From an optimization exercise on the open Yosys and OpenROAD flow, aimed at small area, a short achievable clock period and few clock cycles; shortcuts taken in it are not production practice. The RTL was checked by simulation tests, not by an equivalence proof against the original design. Power figures rest on the tool's default switching activity, not on a simulated workload.

--- flow/config.mk ---
export PLATFORM = sky130hd
export DESIGN_NAME = battery_undervoltage_monitor
export DESIGN_NICKNAME = battery_undervoltage_monitor
export VERILOG_FILES = /design/flow/design.v
export SDC_FILE = /design/flow/constraint.sdc
export NUM_CORES = 4
export LEC_CHECK = 0
export CAP_MARGIN = 20
export CORE_MARGIN = 2
export CORE_UTILIZATION = 60
export CTS_CLUSTER_DIAMETER = 80
export CTS_CLUSTER_SIZE = 24
export SLEW_MARGIN = 20
--- flow/standard.sh ---
#!/bin/bash
# synth_recipe.tcl (not shown) runs the flow's synth.tcl, then flattens the netlist and writes it again
# the make line also repeats each setting of config.mk as NAME=value (left out here)
make -C /OpenROAD-flow-scripts/flow DESIGN_CONFIG=/design/flow/config.mk WORK_HOME=/design/flow/orfs CLKGATE_MAP_FILE= SYNTH_SCRIPT=/design/flow/synth_recipe.tcl "${@:-finish}"
--- flow/flow/run.sh ---
#!/bin/bash
set -euo pipefail
MARGIN=${SETUP_MARGIN_NS:-6.5}
bash standard.sh SETUP_SLACK_MARGIN=$MARGIN finish > standard_flow.log 2>&1
--- flow/constraint.sdc ---
create_clock -name core_clock -period 10.0 [get_ports {clk_i}]
set_input_delay 2.0000 -clock core_clock [delete_from_list [all_inputs] [get_ports {clk_i}]]
set_output_delay 2.0000 -clock core_clock [all_outputs]
set_load 0.01 [all_outputs]
--- flow/design.v ---
`timescale 1ns / 1ps
package bum_pkg;
  localparam int unsigned HistoryDepth = 64;
  localparam int unsigned MvW          = 16;
  localparam int unsigned TimeW        = 32;
  localparam int unsigned CfgAddrW     = 3;
  localparam int unsigned InDataW      = 48;
  localparam int unsigned OutDataW     = 24;
  localparam int unsigned Lanes        = 16;
  localparam int unsigned Blocks       = HistoryDepth / Lanes;
  localparam logic [MvW-1:0] CriticalReset = 16'd7000;
  localparam logic [MvW-1:0] WarningReset  = 16'd11500;
  localparam logic [MvW-1:0] DeadbandReset = 16'd50;
  localparam logic [MvW-1:0] WindowReset   = 16'd2000;
  localparam logic           AutoReset     = 1'b1;
  localparam logic FuncSample = 1'b0;
  localparam logic FuncCheck  = 1'b1;
  typedef enum logic [1:0] {
    LVL_UNKNOWN  = 2'd0,
    LVL_CRITICAL = 2'd1,
    LVL_WARNING  = 2'd2,
    LVL_NORMAL   = 2'd3
  } level_e;
  typedef enum logic [CfgAddrW-1:0] {
    CFG_CRITICAL     = 3'd0,
    CFG_WARNING      = 3'd1,
    CFG_DEADBAND     = 3'd2,
    CFG_WINDOW       = 3'd3,
    CFG_AUTO_DISABLE = 3'd4
  } cfg_addr_e;
endpackage
`timescale 1ns / 1ps
module bum_history #(
  localparam int unsigned Depth  = bum_pkg::HistoryDepth,
  localparam int unsigned Lanes  = bum_pkg::Lanes,
  localparam int unsigned Blocks = bum_pkg::Blocks,
  localparam int unsigned SumRows = 4,
  localparam int unsigned SumW   = MvW + 4,
  localparam int unsigned IdxW   = $clog2(Depth),
  localparam int unsigned LaneW  = $clog2(Lanes),
  localparam int unsigned MvW    = bum_pkg::MvW,
  localparam int unsigned TimeW  = bum_pkg::TimeW
) (
  input  logic                     clk_i,
  input  logic                     wr_en_i,
  input  logic [IdxW-1:0]          wr_slot_i,
  input  logic [TimeW-1:0]         wr_now_i,
  input  logic [MvW-1:0]           wr_mv_i,
  input  logic [Blocks*Lanes-1:0]  cmp_sel_i,
  input  logic [TimeW-1:0]         cmp_now_i,    
  input  logic [15:0]              cmp_him1_i,   
  input  logic [15:0]              cmp_blo_i,    
  input  logic                     cmp_wrap_i,   
  input  logic [TimeW-1:0]         cmp_now_n_i,
  input  logic [15:0]              cmp_him1_n_i,
  input  logic [15:0]              cmp_blo_n_i,
  input  logic                     cmp_wrap_n_i,
  output logic [Lanes-1:0]         cmp_mask_o,
  input  logic [Blocks*Lanes-1:0]  sum_sel_i,
  input  logic [Lanes-1:0]         sum_mask_i,   
  output logic [SumRows*SumW-1:0] sum_o,    
  output logic [LaneW:0]           cnt_o
);
  function automatic logic ge16(input logic [15:0] a, input logic [15:0] b);
    logic [15:0] g, e;
    logic [7:0]  g1, e1;
    logic [3:0]  g2, e2;
    logic [1:0]  g3, e3;
    g = a & ~b;
    e = ~(a ^ b);
    for (int k = 0; k < 8; k++) begin
      g1[k] = g[2*k+1] | (e[2*k+1] & g[2*k]);
      e1[k] = e[2*k+1] & e[2*k];
    end
    for (int k = 0; k < 4; k++) begin
      g2[k] = g1[2*k+1] | (e1[2*k+1] & g1[2*k]);
      e2[k] = e1[2*k+1] & e1[2*k];
    end
    for (int k = 0; k < 2; k++) begin
      g3[k] = g2[2*k+1] | (e2[2*k+1] & g2[2*k]);
      e3[k] = e2[2*k+1] & e2[2*k];
    end
    ge16 = g3[1] | (e3[1] & (g3[0] | e3[0]));
  endfunction
  logic [TimeW-1:0] ts [Depth];
  logic [MvW-1:0]   mv [Depth];
  for (genvar i = 0; i < Depth; i++) begin : g_ent
    logic [TimeW-1:0] ts_q;
    logic [MvW-1:0]   mv_q;
    always_ff @(posedge clk_i) begin
      if (wr_en_i && (wr_slot_i == IdxW'(i))) begin
        ts_q <= wr_now_i;
        mv_q <= wr_mv_i;
      end
    end
    assign ts[i] = ts_q;
    assign mv[i] = mv_q;
  end
  logic [MvW-1:0] lane_mv [Lanes];
  for (genvar l = 0; l < Lanes; l++) begin : g_lane
    logic [TimeW-1:0] st;
    logic [MvW-1:0]   sv;
    logic             le, ge, hit, vld;
    always_comb begin
      st  = '0;
      sv  = '0;
      vld = 1'b0;
      for (int b = 0; b < Blocks; b++) begin
        st  = st | ({TimeW{cmp_sel_i[b*Lanes + l]}} & ts[b*Lanes + l]);
        sv  = sv | ({MvW{sum_sel_i[b*Lanes + l]}} & mv[b*Lanes + l]);
        vld = vld | cmp_sel_i[b*Lanes + l];
      end
    end
    logic [TimeW-1:0] now;
    logic [15:0]      him1, blo;
    logic             wrap;
    if (l < Lanes / 2) begin : g_lo
      assign now  = cmp_now_i;
      assign him1 = cmp_him1_i;
      assign blo  = cmp_blo_i;
      assign wrap = cmp_wrap_i;
    end else begin : g_hi
      assign now  = ~cmp_now_n_i;
      assign him1 = ~cmp_him1_n_i;
      assign blo  = ~cmp_blo_n_i;
      assign wrap = ~cmp_wrap_n_i;
    end
    assign le  = ge16(now[15:0], st[15:0]);
    assign ge  = ge16(st[15:0], blo);
    assign hit = ((st[31:16] == now[31:16]) && le) || ((st[31:16] == him1) && !le);
    assign cmp_mask_o[l] = vld && hit && (wrap ? (ge || le) : (ge && le));
    assign lane_mv[l]  = sv;
  end
  function automatic logic [2*SumW-1:0] csa(input logic [SumW-1:0] a, input logic [SumW-1:0] b,
                                            input logic [SumW-1:0] c);
    logic [SumW-1:0] s, cy;
    s   = a ^ b ^ c;
    cy  = ((a & b) | (a & c) | (b & c)) << 1;
    csa = {cy, s};
  endfunction
  logic [SumW-1:0] r0 [16];
  logic [SumW-1:0] r1 [11];
  logic [SumW-1:0] r2 [8];
  logic [SumW-1:0] r3 [6];
  logic [SumW-1:0] r4 [4];
  always_comb begin
    for (int l = 0; l < 16; l++) r0[l] = SumW'(lane_mv[l]);
    for (int k = 0; k < 5; k++) {r1[2*k+1], r1[2*k]} = csa(r0[3*k], r0[3*k+1], r0[3*k+2]);
    r1[10] = r0[15];
    for (int k = 0; k < 3; k++) {r2[2*k+1], r2[2*k]} = csa(r1[3*k], r1[3*k+1], r1[3*k+2]);
    r2[6] = r1[9];
    r2[7] = r1[10];
    for (int k = 0; k < 2; k++) {r3[2*k+1], r3[2*k]} = csa(r2[3*k], r2[3*k+1], r2[3*k+2]);
    r3[4] = r2[6];
    r3[5] = r2[7];
    for (int k = 0; k < 2; k++) {r4[2*k+1], r4[2*k]} = csa(r3[3*k], r3[3*k+1], r3[3*k+2]);
    for (int k = 0; k < SumRows; k++) sum_o[k*SumW +: SumW] = r4[k];
  end
  always_comb begin
    logic [1:0] c2 [8];
    logic [2:0] c4 [4];
    logic [3:0] c8 [2];
    for (int k = 0; k < 8; k++) c2[k] = 2'(sum_mask_i[2*k]) + 2'(sum_mask_i[2*k+1]);
    for (int k = 0; k < 4; k++) c4[k] = 3'(c2[2*k]) + 3'(c2[2*k+1]);
    for (int k = 0; k < 2; k++) c8[k] = 4'(c4[2*k]) + 4'(c4[2*k+1]);
    cnt_o = 5'(c8[0]) + 5'(c8[1]);
  end
endmodule
`timescale 1ns / 1ps
module battery_undervoltage_monitor #(
  parameter int unsigned HistoryDepth = bum_pkg::HistoryDepth
) (
  input  logic                           clk_i,
  input  logic                           rst_ni,
  input  logic                           s_axis_tvalid_i,
  output logic                           s_axis_tready_o,
  input  logic [bum_pkg::InDataW-1:0]    s_axis_tdata_i,
  input  logic                           s_axis_tuser_i,
  output logic                           m_axis_tvalid_o,
  input  logic                           m_axis_tready_i,
  output logic [bum_pkg::OutDataW-1:0]   m_axis_tdata_o,
  input  logic                           cfg_valid_i,
  output logic                           cfg_ready_o,
  input  logic [bum_pkg::CfgAddrW-1:0]   cfg_addr_i,
  input  logic [bum_pkg::MvW-1:0]        cfg_data_i
);
  localparam int unsigned MvW    = bum_pkg::MvW;
  localparam int unsigned TimeW  = bum_pkg::TimeW;
  localparam int unsigned Lanes  = bum_pkg::Lanes;
  localparam int unsigned Blocks = bum_pkg::Blocks;
  localparam int unsigned IdxW   = $clog2(bum_pkg::HistoryDepth);
  localparam int unsigned LaneW  = $clog2(Lanes);
  localparam int unsigned BlkW   = $clog2(Blocks);
  localparam int unsigned AccW   = MvW + IdxW;
  localparam int unsigned ResW   = MvW + 5;
  localparam int unsigned SumRows = 4;
  localparam int unsigned SumW   = MvW + LaneW;
  localparam int unsigned DW     = AccW + 2;
  localparam int unsigned NSlot  = 9;    
  localparam int unsigned SlotW  = $clog2(NSlot);
  localparam int unsigned CntW   = $clog2(NSlot + 1);
  logic [MvW-1:0] critical_q, warning_q, deadband_q, window_q;
  logic           auto_q;
  always_ff @(posedge clk_i or negedge rst_ni) begin
    if (!rst_ni) begin
      critical_q <= bum_pkg::CriticalReset;
      warning_q  <= bum_pkg::WarningReset;
      deadband_q <= bum_pkg::DeadbandReset;
      window_q   <= bum_pkg::WindowReset;
      auto_q     <= bum_pkg::AutoReset;
    end else if (cfg_valid_i) begin
      case (cfg_addr_i)
        bum_pkg::CFG_CRITICAL:     critical_q <= cfg_data_i;
        bum_pkg::CFG_WARNING:      warning_q  <= cfg_data_i;
        bum_pkg::CFG_DEADBAND:     deadband_q <= cfg_data_i;
        bum_pkg::CFG_WINDOW:       window_q   <= cfg_data_i;
        bum_pkg::CFG_AUTO_DISABLE: auto_q     <= cfg_data_i[0];
        default: ;
      endcase
    end
  end
  logic [MvW-1:0]   s_mv;
  logic [TimeW-1:0] s_now;
  logic             tready_q, accept;
  logic [1:0]       s_cls;
  assign s_mv   = s_axis_tdata_i[MvW-1:0];
  assign s_now  = s_axis_tdata_i[bum_pkg::InDataW-1:MvW];
  assign accept = s_axis_tvalid_i && tready_q;
  always_comb begin
    if (s_mv == '0) begin
      s_cls = bum_pkg::LVL_UNKNOWN;
    end else if (s_mv <= critical_q) begin
      s_cls = bum_pkg::LVL_CRITICAL;
    end else if (s_mv <= warning_q) begin
      s_cls = bum_pkg::LVL_WARNING;
    end else begin
      s_cls = bum_pkg::LVL_NORMAL;
    end
  end
  logic             iv_q, iu_q;
  logic [TimeW-1:0] inow_q;
  logic [MvW-1:0]   imv_q;
  logic [1:0]       icls_q;
  logic             hold, proc, is_samp, is_chk, chk_go, nxt_chk;
  always_ff @(posedge clk_i or negedge rst_ni) begin
    if (!rst_ni) begin
      iv_q <= 1'b0;
    end else begin
      iv_q <= accept || (iv_q && hold);
    end
  end
  always_ff @(posedge clk_i) begin
    if (!hold) begin
      iu_q   <= s_axis_tuser_i;
      inow_q <= s_now;
    end
  end
  always_ff @(posedge clk_i) begin
    imv_q  <= s_mv;
    icls_q <= s_cls;
  end
  logic [MvW-1:0]   held_q;
  logic [MvW:0]     hlo_q, hhi_q;
  logic [1:0]       lvl_q;
  logic             take, store, changed, alert, gate;
  logic [IdxW-1:0]  wp_q;
  logic             full_q;
  logic             pend_q;
  logic [IdxW-1:0]  pend_slot_q;
  logic [TimeW-1:0] pend_now_q;
  logic [MvW-1:0]   pend_mv_q;
  logic             cmp_v_q;
  logic [1:0]       cmp_g_q;
  assign hold    = iv_q && iu_q && gate && cmp_v_q && (cmp_g_q != 2'(Blocks - 1));
  assign proc    = iv_q && !hold;
  assign is_samp = proc && !iu_q;
  assign is_chk  = proc && iu_q;
  assign take    = (!hlo_q[MvW] && (imv_q < hlo_q[MvW-1:0])) ||
                   (!hhi_q[MvW] && (imv_q > hhi_q[MvW-1:0]));
  assign store   = is_samp && take;
  assign changed = icls_q != lvl_q;
  assign alert   = changed && ((icls_q == bum_pkg::LVL_CRITICAL) ||
                               (icls_q == bum_pkg::LVL_WARNING));
  assign gate    = (lvl_q == bum_pkg::LVL_CRITICAL) && auto_q;
  assign chk_go  = is_chk && gate;
  always_ff @(posedge clk_i or negedge rst_ni) begin
    if (!rst_ni) begin
      held_q <= '0;
      lvl_q  <= bum_pkg::LVL_UNKNOWN;
      wp_q   <= '0;
      full_q <= 1'b0;
      pend_q <= 1'b0;
    end else begin
      if (store) begin
        held_q <= imv_q;
        lvl_q  <= icls_q;
        wp_q   <= wp_q + IdxW'(1);
        if (wp_q == '1) full_q <= 1'b1;
      end
      pend_q <= store;
    end
  end
  logic [MvW:0] samp_lo, samp_hi;
  assign samp_lo = {1'b0, imv_q} - {1'b0, deadband_q};
  assign samp_hi = {1'b0, imv_q} + {1'b0, deadband_q};
  always_ff @(posedge clk_i) begin
    if (!is_samp) begin
      hlo_q <= {1'b0, held_q} - {1'b0, deadband_q};
      hhi_q <= {1'b0, held_q} + {1'b0, deadband_q};
    end else if (take) begin
      hlo_q <= samp_lo;
      hhi_q <= samp_hi;
    end
  end
  always_ff @(posedge clk_i) begin
    pend_slot_q <= wp_q;
    pend_now_q  <= inow_q;
    pend_mv_q   <= imv_q;
  end
  logic [BlkW-1:0]          cmp_blk_q, cmp_blk_d;
  logic [IdxW-1:0]          snap_wp_q, snap_wp_d;
  logic                     snap_full_q, snap_full_d;
  logic                     cmp_gate_q;
  logic [SlotW-1:0]         cmp_slot_q;
  logic [TimeW-1:0]         ctx_now_q, cmpv_now_q, new_now;
  logic [15:0]              ctx_him1_q, ctx_blo_q, cmpv_him1_q, cmpv_blo_q, new_him1, new_blo;
  logic                     ctx_wrap_q, cmpv_wrap_q, new_wrap;
  logic [TimeW-1:0]         cmpn_now_q;
  logic [15:0]              cmpn_him1_q, cmpn_blo_q;
  logic                     cmpn_wrap_q;
  logic                     cmp_v_d;
  logic [1:0]               cmp_g_d;
  logic [Blocks*Lanes-1:0]  cmp_sel_q, cmp_sel_d;
  logic [SlotW-1:0]         wf_q;
  logic                     cmp_more;
  logic [Blocks*Lanes-1:0]  start_sel, cont_sel;
  assign cmp_more    = cmp_v_q && (cmp_g_q != 2'(Blocks - 1));
  assign cmp_v_d     = chk_go || cmp_more;
  assign cmp_g_d     = chk_go ? 2'd0 : cmp_g_q + 2'd1;
  assign cmp_blk_d   = chk_go ? wp_q[IdxW-1:LaneW] : cmp_blk_q + BlkW'(1);
  assign snap_wp_d   = chk_go ? wp_q : snap_wp_q;
  assign snap_full_d = chk_go ? full_q : snap_full_q;
  assign nxt_chk     = accept ? s_axis_tuser_i : hold;
  always_comb begin
    for (int b = 0; b < Blocks; b++) begin
      for (int l = 0; l < Lanes; l++) begin
        start_sel[b*Lanes + l] = (wp_q[IdxW-1:LaneW] == BlkW'(b)) &&
                                 (full_q || (IdxW'(b*Lanes + l) < wp_q));
        cont_sel[b*Lanes + l]  = cmp_more && ((cmp_blk_q + BlkW'(1)) == BlkW'(b)) &&
                                 (snap_full_q || (IdxW'(b*Lanes + l) < snap_wp_q));
      end
    end
    cmp_sel_d = ({(Blocks*Lanes){chk_go}} & start_sel) | cont_sel;
  end
  always_ff @(posedge clk_i or negedge rst_ni) begin
    if (!rst_ni) begin
      cmp_v_q <= 1'b0;
    end else begin
      cmp_v_q <= cmp_v_d;
    end
  end
  always_ff @(posedge clk_i) begin
    cmp_sel_q   <= cmp_sel_d;
    cmp_g_q     <= cmp_g_d;
    cmp_blk_q   <= cmp_blk_d;
    snap_wp_q   <= snap_wp_d;
    snap_full_q <= snap_full_d;
    if (chk_go) begin
      cmp_gate_q <= gate;
      cmp_slot_q <= wf_q;
      ctx_now_q  <= new_now;
      ctx_him1_q <= new_him1;
      ctx_blo_q  <= new_blo;
      ctx_wrap_q <= new_wrap;
    end
    cmpv_now_q  <= chk_go ? new_now  : (cmp_more ? ctx_now_q  : '0);
    cmpv_him1_q <= chk_go ? new_him1 : (cmp_more ? ctx_him1_q : '0);
    cmpv_blo_q  <= chk_go ? new_blo  : (cmp_more ? ctx_blo_q  : '0);
    cmpv_wrap_q <= chk_go ? new_wrap : (cmp_more && ctx_wrap_q);
    cmpn_now_q  <= chk_go ? ~new_now  : (cmp_more ? ~ctx_now_q  : '1);
    cmpn_him1_q <= chk_go ? ~new_him1 : (cmp_more ? ~ctx_him1_q : '1);
    cmpn_blo_q  <= chk_go ? ~new_blo  : (cmp_more ? ~ctx_blo_q  : '1);
    cmpn_wrap_q <= chk_go ? ~new_wrap : !(cmp_more && ctx_wrap_q);
  end
  assign new_now  = inow_q;
  assign new_him1 = inow_q[31:16] - 16'd1;
  assign new_blo  = inow_q[15:0] - window_q;
  assign new_wrap = inow_q[15:0] < window_q;
  logic [Lanes-1:0]         cmp_mask;
  logic [SumRows*SumW-1:0] grp_sum;
  logic [LaneW:0]           blk_cnt;
  logic                     m_v_q, m_first_q, m_last_q, m_gate_q;
  logic [SlotW-1:0]         m_slot_q;
  logic [Blocks*Lanes-1:0]  m_sel_q;
  logic [Lanes-1:0]         m_mask_q;
  logic                     g_v_q, g_first_q, g_last_q, g_gate_q;
  logic [SlotW-1:0]         g_slot_q;
  logic [SumRows*SumW-1:0] g_sum_q;
  logic [LaneW:0]           g_cnt_q;
  logic                     a_v_q, a_nz_q;
  logic [SlotW-1:0]         a_slot_q;
  logic [DW-1:0]            acc_s0_q, acc_s1_q, acc_c0_q, acc_c1_q;
  logic [DW-1:0]            acc_s0_d, acc_s1_d, acc_c0_d, acc_c1_d, diff;
  logic                     dis;
  bum_history u_history (
    .clk_i      (clk_i),
    .wr_en_i    (pend_q),
    .wr_slot_i  (pend_slot_q),
    .wr_now_i   (pend_now_q),
    .wr_mv_i    (pend_mv_q),
    .cmp_sel_i  (cmp_sel_q),
    .cmp_now_i  (cmpv_now_q),
    .cmp_him1_i (cmpv_him1_q),
    .cmp_blo_i  (cmpv_blo_q),
    .cmp_wrap_i (cmpv_wrap_q),
    .cmp_now_n_i  (cmpn_now_q),
    .cmp_him1_n_i (cmpn_him1_q),
    .cmp_blo_n_i  (cmpn_blo_q),
    .cmp_wrap_n_i (cmpn_wrap_q),
    .cmp_mask_o (cmp_mask),
    .sum_sel_i  (m_sel_q),
    .sum_mask_i (m_mask_q),
    .sum_o      (grp_sum),
    .cnt_o      (blk_cnt)
  );
  always_ff @(posedge clk_i or negedge rst_ni) begin
    if (!rst_ni) begin
      m_v_q   <= 1'b0;
      g_v_q   <= 1'b0;
      a_v_q   <= 1'b0;
    end else begin
      m_v_q <= cmp_v_q;
      g_v_q <= m_v_q;
      a_v_q <= g_v_q && g_last_q;
    end
  end
  function automatic logic [2*DW-1:0] csa(input logic [DW-1:0] a, input logic [DW-1:0] b,
                                          input logic [DW-1:0] c);
    logic [DW-1:0] s, cy;
    s   = a ^ b ^ c;
    cy  = ((a & b) | (a & c) | (b & c)) << 1;
    csa = {cy, s};
  endfunction
  always_comb begin
    logic [DW-1:0] p0, p1, q0, q1, t0, t1, t2, t3, u0, u1, u2, u3, u4, u5, u6;
    logic [DW-1:0] pp [5];
    p0 = g_first_q ? '0 : acc_s0_q;
    p1 = g_first_q ? '0 : acc_s1_q;
    {t1, t0} = csa(p0, p1, DW'(g_sum_q[0*SumW +: SumW]));
    {t3, t2} = csa(DW'(g_sum_q[1*SumW +: SumW]), DW'(g_sum_q[2*SumW +: SumW]),
                   DW'(g_sum_q[3*SumW +: SumW]));
    {u1, u0} = csa(t0, t1, t2);
    {acc_s1_d, acc_s0_d} = csa(u0, u1, t3);
    q0 = g_first_q ? '0 : acc_c0_q;
    q1 = g_first_q ? '0 : acc_c1_q;
    for (int j = 0; j <= LaneW; j++) pp[j] = g_cnt_q[j] ? (DW'(critical_q) << j) : '0;
    {u3, u2} = csa(q0, q1, pp[0]);
    {u5, u4} = csa(pp[1], pp[2], pp[3]);
    {t1, t0} = csa(u2, u3, u4);
    {t3, t2} = csa(u5, pp[4], t0);
    {acc_c1_d, acc_c0_d} = csa(t1, t2, t3);
  end
  always_ff @(posedge clk_i) begin
    for (int b = 0; b < Blocks; b++) begin
      m_sel_q[b*Lanes +: Lanes] <= cmp_sel_q[b*Lanes +: Lanes] & cmp_mask;
    end
    m_mask_q  <= cmp_mask;
    m_first_q <= cmp_g_q == 2'd0;
    m_last_q  <= cmp_g_q == 2'(Blocks - 1);
    m_gate_q  <= cmp_gate_q;
    m_slot_q  <= cmp_slot_q;
    g_first_q <= m_first_q;
    g_last_q  <= m_last_q;
    g_gate_q  <= m_gate_q;
    g_slot_q  <= m_slot_q;
    g_sum_q   <= grp_sum;
    g_cnt_q   <= blk_cnt;
    a_slot_q  <= g_slot_q;
    acc_s0_q  <= acc_s0_d;
    acc_s1_q  <= acc_s1_d;
    acc_c0_q  <= acc_c0_d;
    acc_c1_q  <= acc_c1_d;
    a_nz_q    <= (!g_first_q && a_nz_q) || (g_sum_q != '0);
  end
  assign diff = acc_c0_q + acc_c1_q - acc_s0_q - acc_s1_q;
  assign dis  = a_nz_q && !diff[DW-1];
  logic [ResW-1:0]  slot_q [NSlot];
  logic [NSlot-1:0] slot_rdy_q;
  logic [SlotW-1:0] rf_q;
  logic [NSlot-1:0] rf_oh_q;        
  logic [CntW-1:0]  cnt_q, cnt_d;
  logic [ResW-1:0]  res, head;
  logic             head_rdy, head_fin, move, ov_q;
  logic [ResW-1:0]  o_q;
  logic             w_v_q, w_chk_q, w_gate_q, w_chg_q, w_alert_q;
  logic [SlotW-1:0] w_slot_q;
  always_ff @(posedge clk_i or negedge rst_ni) begin
    if (!rst_ni) begin
      w_v_q <= 1'b0;
    end else begin
      w_v_q <= proc;
    end
  end
  always_ff @(posedge clk_i) begin
    w_chk_q   <= iu_q;
    w_gate_q  <= gate;
    w_chg_q   <= store && changed;
    w_alert_q <= store && alert;
    w_slot_q  <= wf_q;
  end
  assign res = {held_q, 1'b0, w_alert_q, w_chg_q, lvl_q};
  assign head_fin = a_v_q && (a_slot_q == rf_q);
  assign head_rdy = |(slot_rdy_q & rf_oh_q) || head_fin;
  assign move     = head_rdy && (!ov_q || m_axis_tready_i);
  always_comb begin
    head = '0;
    for (int k = 0; k < NSlot; k++) begin
      head = head | ({ResW{rf_oh_q[k]}} & slot_q[k]);
    end
    head[4] = head_fin ? dis : head[4];
  end
  for (genvar k = 0; k < NSlot; k++) begin : g_slot
    always_ff @(posedge clk_i) begin
      if (w_v_q && (w_slot_q == SlotW'(k))) begin
        slot_q[k] <= res;
      end else if (a_v_q && (a_slot_q == SlotW'(k))) begin
        slot_q[k][4] <= dis;
      end
    end
    always_ff @(posedge clk_i or negedge rst_ni) begin
      if (!rst_ni) begin
        slot_rdy_q[k] <= 1'b0;
      end else if (move && rf_oh_q[k]) begin
        slot_rdy_q[k] <= 1'b0;
      end else if (w_v_q && (w_slot_q == SlotW'(k))) begin
        slot_rdy_q[k] <= !w_chk_q || !w_gate_q;
      end else if (a_v_q && (a_slot_q == SlotW'(k))) begin
        slot_rdy_q[k] <= 1'b1;
      end
    end
  end
  assign cnt_d = cnt_q + CntW'(accept) - CntW'(move);
  logic room, cmp_more_d;
  always_comb begin
    if (accept) begin
      room = move ? (cnt_q <= CntW'(NSlot - 1)) : (cnt_q <= CntW'(NSlot - 2));
    end else begin
      room = move || (cnt_q <= CntW'(NSlot - 1));
    end
  end
  logic nxt_gate;
  assign nxt_gate = !accept || (auto_q && ((lvl_q == bum_pkg::LVL_CRITICAL) ||
                                           (is_samp && (icls_q == bum_pkg::LVL_CRITICAL))));
  assign cmp_more_d = chk_go || (cmp_more && (cmp_g_q != 2'(Blocks - 2)));
  always_ff @(posedge clk_i or negedge rst_ni) begin
    if (!rst_ni) begin
      wf_q     <= '0;
      rf_q     <= '0;
      rf_oh_q  <= NSlot'(1);
      cnt_q    <= '0;
      ov_q     <= 1'b0;
      tready_q <= 1'b0;
    end else begin
      if (proc) wf_q <= (wf_q == SlotW'(NSlot - 1)) ? '0 : wf_q + SlotW'(1);
      if (move) begin
        rf_q    <= (rf_q == SlotW'(NSlot - 1)) ? '0 : rf_q + SlotW'(1);
        rf_oh_q <= {rf_oh_q[NSlot-2:0], rf_oh_q[NSlot-1]};
      end
      cnt_q    <= cnt_d;
      ov_q     <= move || (ov_q && !m_axis_tready_i);
      tready_q <= room && !(nxt_chk && nxt_gate && cmp_more_d);
    end
  end
  always_ff @(posedge clk_i) begin
    if (move) o_q <= head;
  end
  assign s_axis_tready_o = tready_q;
  assign cfg_ready_o     = 1'b1;
  assign m_axis_tvalid_o = ov_q;
  assign m_axis_tdata_o  = {3'b000, o_q};
endmodule
==> results.py <==
metrics = {
    "status": {
        "run_status": "timing/DRC/antenna clean",
    },
    "synth": {
        "synth-edff-count": 3415,
        "synth-seq-cells": 4094,
        "postSynth.asyncResetShare": 0.03151,
        "yosysWarnings": 15,
        "synth-main-ff-cell": "sky130_fd_sc_hd__edfxtp_1",
        "ys_seq_area_frac": 0.6720,
        "synthDistinctLibCells": 95,
        "post-synth-top-area-fraction": 0.5899,
        "post_synth.cell_area_avg_sq_um": 14.49,
        "post_synth_inst_count": 12000,
        "post_synth_instance_area_sq_um": 173800,
        "post_synth_main_area_contributors": "sky130_fd_sc_hd__edfxtp_1, sky130_fd_sc_hd__dfxtp_1, sky130_fd_sc_hd__a22oi_1",
        "yosys.area.top_type": "sky130_fd_sc_hd__edfxtp_1",
    },
    "worst_setup_path": {
        "cp.required_ns": 8.00,
        "crit_path_end_kind": "output pin",
        "critical_path.slowest_cell": "sky130_fd_sc_hd__edfxtp_1",
        "criticalPathCategory": "register to output pin",
        "timing.critical_path.slowest_cell_delay_ns": 0.43,
        "crit_fanout": 1,
        "arrival_time_at_the_worst_endpoint_ns": 1.51,
        "timing.critical_path.from_type": "register",
        "timing.critical_path.buf_inv": 1,
        "crit_chain": "buf_2",
        "dominant_delay_contributor_by_cell_family_on_the_critical_path": "flip-flops",
    },
    "detailed_routing": {
        "drt-wirelength-per-cell_um": 31.34,
        "remaining_drc_errors": 0,
        "initialDrtViolationCount": 13380,
        "drt_first_pass_iters": 10,
        "via_per_inst": 6.523,
        "route.vias.total": 104200,
        "route.antenna.remaining_nets": 0,
        "postRouteWirelength_mm": 500.4,
    },
    "cells_and_area": {
        "final_layout_size_suffix_gt1_frac": 0.08440,
        "postLayoutCellArea_sq_um": 187600,
        "multi_input_area_sq_um": 52560,
        "layout.area.seq_sq_um": 117000,
        "post-route-util": 0.6511,
        "nNetsFinal": 13190,
        "num-fill-cells": 20640,
        "stdcell_count": 15970,
        "area_growth_syn_to_layout_pct": 7.932,
    },
    "timing": {
        "slew_headroom": 0.1851,
        "worst-slew-pin-transition_ns": 1.221,
        "timing.final.max_slew_violations": 0,
        "period_utilization": 0.3509,
        "rsz0062_at_grt": "true",
        "hold_violation_total_from_the_final_report": 0,
        "finalClockSkew_ns": 0.04705,
        "finalCriticalPeriod_ns": 3.509,
        "max_freq_ghz": 0.2850,
        "final_critical_path_setup_slack_ns": 6.491,
        "setup_viol": 0,
        "totalNegativeSetupSlack_ns": 0,
    },
    "global_route": {
        "grt_antenna_before_repair": 16,
        "grt_start_max_net_pins": 91,
        "use_met1": 0.4645,
        "globalRouteTotalUtil": 0.3347,
        "grtUsageMet3": 0.04969,
        "grtUsageMet2": 0.5395,
        "wire_length_of_the_first_global_routing_pass_mm": 709.1,
        "vias_in_the_first_global_route": 101800,
        "globalRoute.busiestLayer": "met2",
        "total_gr_overflow": 0,
    },
    "clocking": {
        "cts-buffers-inserted": 205,
        "h-tree-depth": 4,
        "clk_pin_slew_worst_paths_ns": 0.10,
        "postCtsHoldBufs": 0,
        "tritoncts": "built",
        "clockBufferDepth": 4,
        "clkLatencyLatePin_ns": 0.94,
        "clock-root-buffer": "sky130_fd_sc_hd__clkbuf_16",
        "numClockSinks": 4094,
    },
    "placed_design": {
        "place.detailed.instances": 15560,
        "finalWeightedCongestion": 0.9286,
        "port_buffers": 95,
        "hpwlAfterDp_mm": 321.3,
        "preCtsSetupSlack_ns": 5.463,
        "placed_area_sq_um": 179700,
    },
    "die": {
        "fp-row-count": 197,
        "io_pins": 100,
        "die_y_um": 542.3,
        "coreArea_sq_um": 288100,
        "die_width_um": 542.3,
        "die_area_sq_um": 294000,
        "initial_utilization": 0.6033,
    },
    "power_and_ir_drop": {
        "power.static_leakage_nw": 67.19,
        "power_per_cell_area_nw_per_um2": 227.6,
        "vdd_drop_max_v": 0.0002059,
    },
    "min_path": {
        "hold_path.class": "register to register",
    },
    "flow_run": {
        "number_of_max_cap_violations": 0,
    },
}
## sequential cells by signal (all words and copies together), names as in the netlist, 64 cells and up
register / count
u_history.g_ent.ts_q: 2048
u_history.g_ent.mv_q: 1024
slot_q: 189
g_sum_q: 70
cmp_sel_q: 64
m_sel_q: 64
## layer usage
layer | vias to the layer above | routed length (um)
li1 | 44940 | -
met1 | 53170 | 200200
met2 | 5183 | 234800
met3 | 856 | 43720
met4 | 4 | 21710
met5 | - | 27
## worst paths after layout
kind | start | endpoint | slack, ns | depth (start not counted)
worst max-delay path | o_q[20]$_DFFE_PP_ | m_axis_tdata_o[20] | 6.49 | 1
worst min-delay path | g_slot_q[2]$_DFF_P_ | a_slot_q[2]$_DFF_P_ | 0.33 | 0
worst max register to register | cmp_sel_q[50]$_DFF_P_ | m_sel_q[34]$_DFF_P_ | 6.49 | 13
worst min register to register | g_slot_q[2]$_DFF_P_ | a_slot_q[2]$_DFF_P_ | 0.33 | 0
max in group asynchronous | rst_ni | wp_q[3]$_DFFE_PN0P_ | 7.47 | 2
min in group asynchronous | rst_ni | held_q[9]$_DFFE_PN0P_ | 1.11 | 1
## power by group
group	switching, W	leakage (nW)	total [W]	internal [W]
combinational	0.00784	27.3	0.0127	0.00481
clock	0.00544	3.02	0.00960	0.00416
sequential	0.00109	36.9	0.0205	0.0194
total	0.0144	67.2	0.0427	0.0283
## cell usage after synthesis, types with 52 or more instances
| library cell | count |
|---|---|
| sky130_fd_sc_hd__ha_1 | 719 |
| sky130_fd_sc_hd__nand2_1 | 911 |
| sky130_fd_sc_hd__a21oi_1 | 233 |
| sky130_fd_sc_hd__edfxtp_1 | 3415 |
| sky130_fd_sc_hd__o21ai_0 | 244 |
| sky130_fd_sc_hd__a21o_1 | 77 |
| sky130_fd_sc_hd__nor3_1 | 112 |
| sky130_fd_sc_hd__buf_1 | 67 |
| sky130_fd_sc_hd__o21a_1 | 52 |
| sky130_fd_sc_hd__a221oi_1 | 160 |
| sky130_fd_sc_hd__nor2_1 | 321 |
| sky130_fd_sc_hd__nand4_1 | 126 |
| sky130_fd_sc_hd__xor2_1 | 156 |
| sky130_fd_sc_hd__nor2b_1 | 110 |
| sky130_fd_sc_hd__a22o_1 | 263 |
| sky130_fd_sc_hd__nand3_1 | 110 |
| sky130_fd_sc_hd__dfrtp_1 | 103 |
| sky130_fd_sc_hd__nor4_1 | 100 |
| sky130_fd_sc_hd__and2_1 | 116 |
| sky130_fd_sc_hd__xnor2_1 | 328 |
| sky130_fd_sc_hd__a22oi_1 | 1209 |
| sky130_fd_sc_hd__dfxtp_1 | 550 |
| sky130_fd_sc_hd__inv_1 | 907 |
| sky130_fd_sc_hd__buf_2 | 104 |
| sky130_fd_sc_hd__fa_1 | 385 |
| sky130_fd_sc_hd__nand2b_1 | 62 |
| sky130_fd_sc_hd__clkbuf_1 | 376 |
## metrics by stage
| step | total power (W) | hold WS (ns) |
|---|---|---|
| global route | 0.04444 | 0.3432 |
| CTS | 0.04229 | 0.3344 |
| global placement | 0.03214 | 0.3120 |
| floorplan | 0.02784 | 0.3096 |
| detailed placement | 0.03247 | 0.3121 |
| finish | 0.04270 | 0.3346 |
## cell usage in the layout (no fill, tap or decap), types with 212 or more instances in the layout
master | Yosys | final
sky130_fd_sc_hd__a21oi_1 | 233 | 221
sky130_fd_sc_hd__a22o_1 | 263 | 263
sky130_fd_sc_hd__a22oi_1 | 1209 | 1209
sky130_fd_sc_hd__buf_4 | 12 | 212
sky130_fd_sc_hd__clkbuf_16 | 0 | 217
sky130_fd_sc_hd__dfxtp_1 | 550 | 428
sky130_fd_sc_hd__edfxtp_1 | 3415 | 3415
sky130_fd_sc_hd__fa_1 | 385 | 375
sky130_fd_sc_hd__ha_1 | 719 | 713
sky130_fd_sc_hd__inv_1 | 907 | 895
sky130_fd_sc_hd__nand2_1 | 911 | 909
sky130_fd_sc_hd__nor2_1 | 321 | 256
sky130_fd_sc_hd__o21ai_0 | 244 | 235
sky130_fd_sc_hd__xnor2_1 | 328 | 327
## cell families (layout without fill, tap and decap cells)
group	count (synthesis)	count (layout)	share of synthesized area
DFF	4094	4094	0.6720
AOI/OAI and AO/OA	2615	2615	0.1106
and+or+nand+nor	2157	2158	0.05966
buffers and inverters	1483	1665	0.03356
adders and majority gates	1104	1104	0.09609
xor gates and xnor gates	484	484	0.02439
muxes	56	56	0.003606
other	2	11	0.00004320
## cell type report
type | count | area share
timing repair buffer | 380 | 0.01897
inverter | 911 | 0.01833
clock buffer | 335 | 0.03110
clock inverter | 39 | 0.002521
antenna | 7 | 0.00009337
tap | 3781 | 0.02522
sequential | 4094 | 0.6236
multi-input combinational | 6421 | 0.2801
## repair_timing
action / 4_1_cts / 5_1_grt
endpoints found under the setup margin: 224 / 145
setup buffers: 9 / 9
pin swaps: 20 / 23
cloned: 0 / 7
gates resized for setup: 294 / 177
Testbench counts, summed over its fixed seeds: cycles 9,872.

==> static timing again, ports no longer ideal <==
The flow's constraints put no driver on any port. The routed layout listed below was extracted and timed again, unchanged, in two steps. Step 1 assumes that a clkbuf_16 drives the clock port and a buf_2 every other input. Step 2, shift: input delay + t, output delay - t, t = (earliest + latest rising clock arrival at the registers) / 2. This alone moves slack from input paths to output paths. a / b / c = no drivers / after step 1 / after step 2; a / b = the first two.
t, ns: 1.019
setup slack, ns: 6.491 / 6.387 / 5.837
slew at the worst register clock pin (ns): 0.10 / 0.10
After both steps setup and hold are still met in this run. For this run, drivers alone change the setup slack by -0.104 ns; drivers and shift together by -0.654 ns.
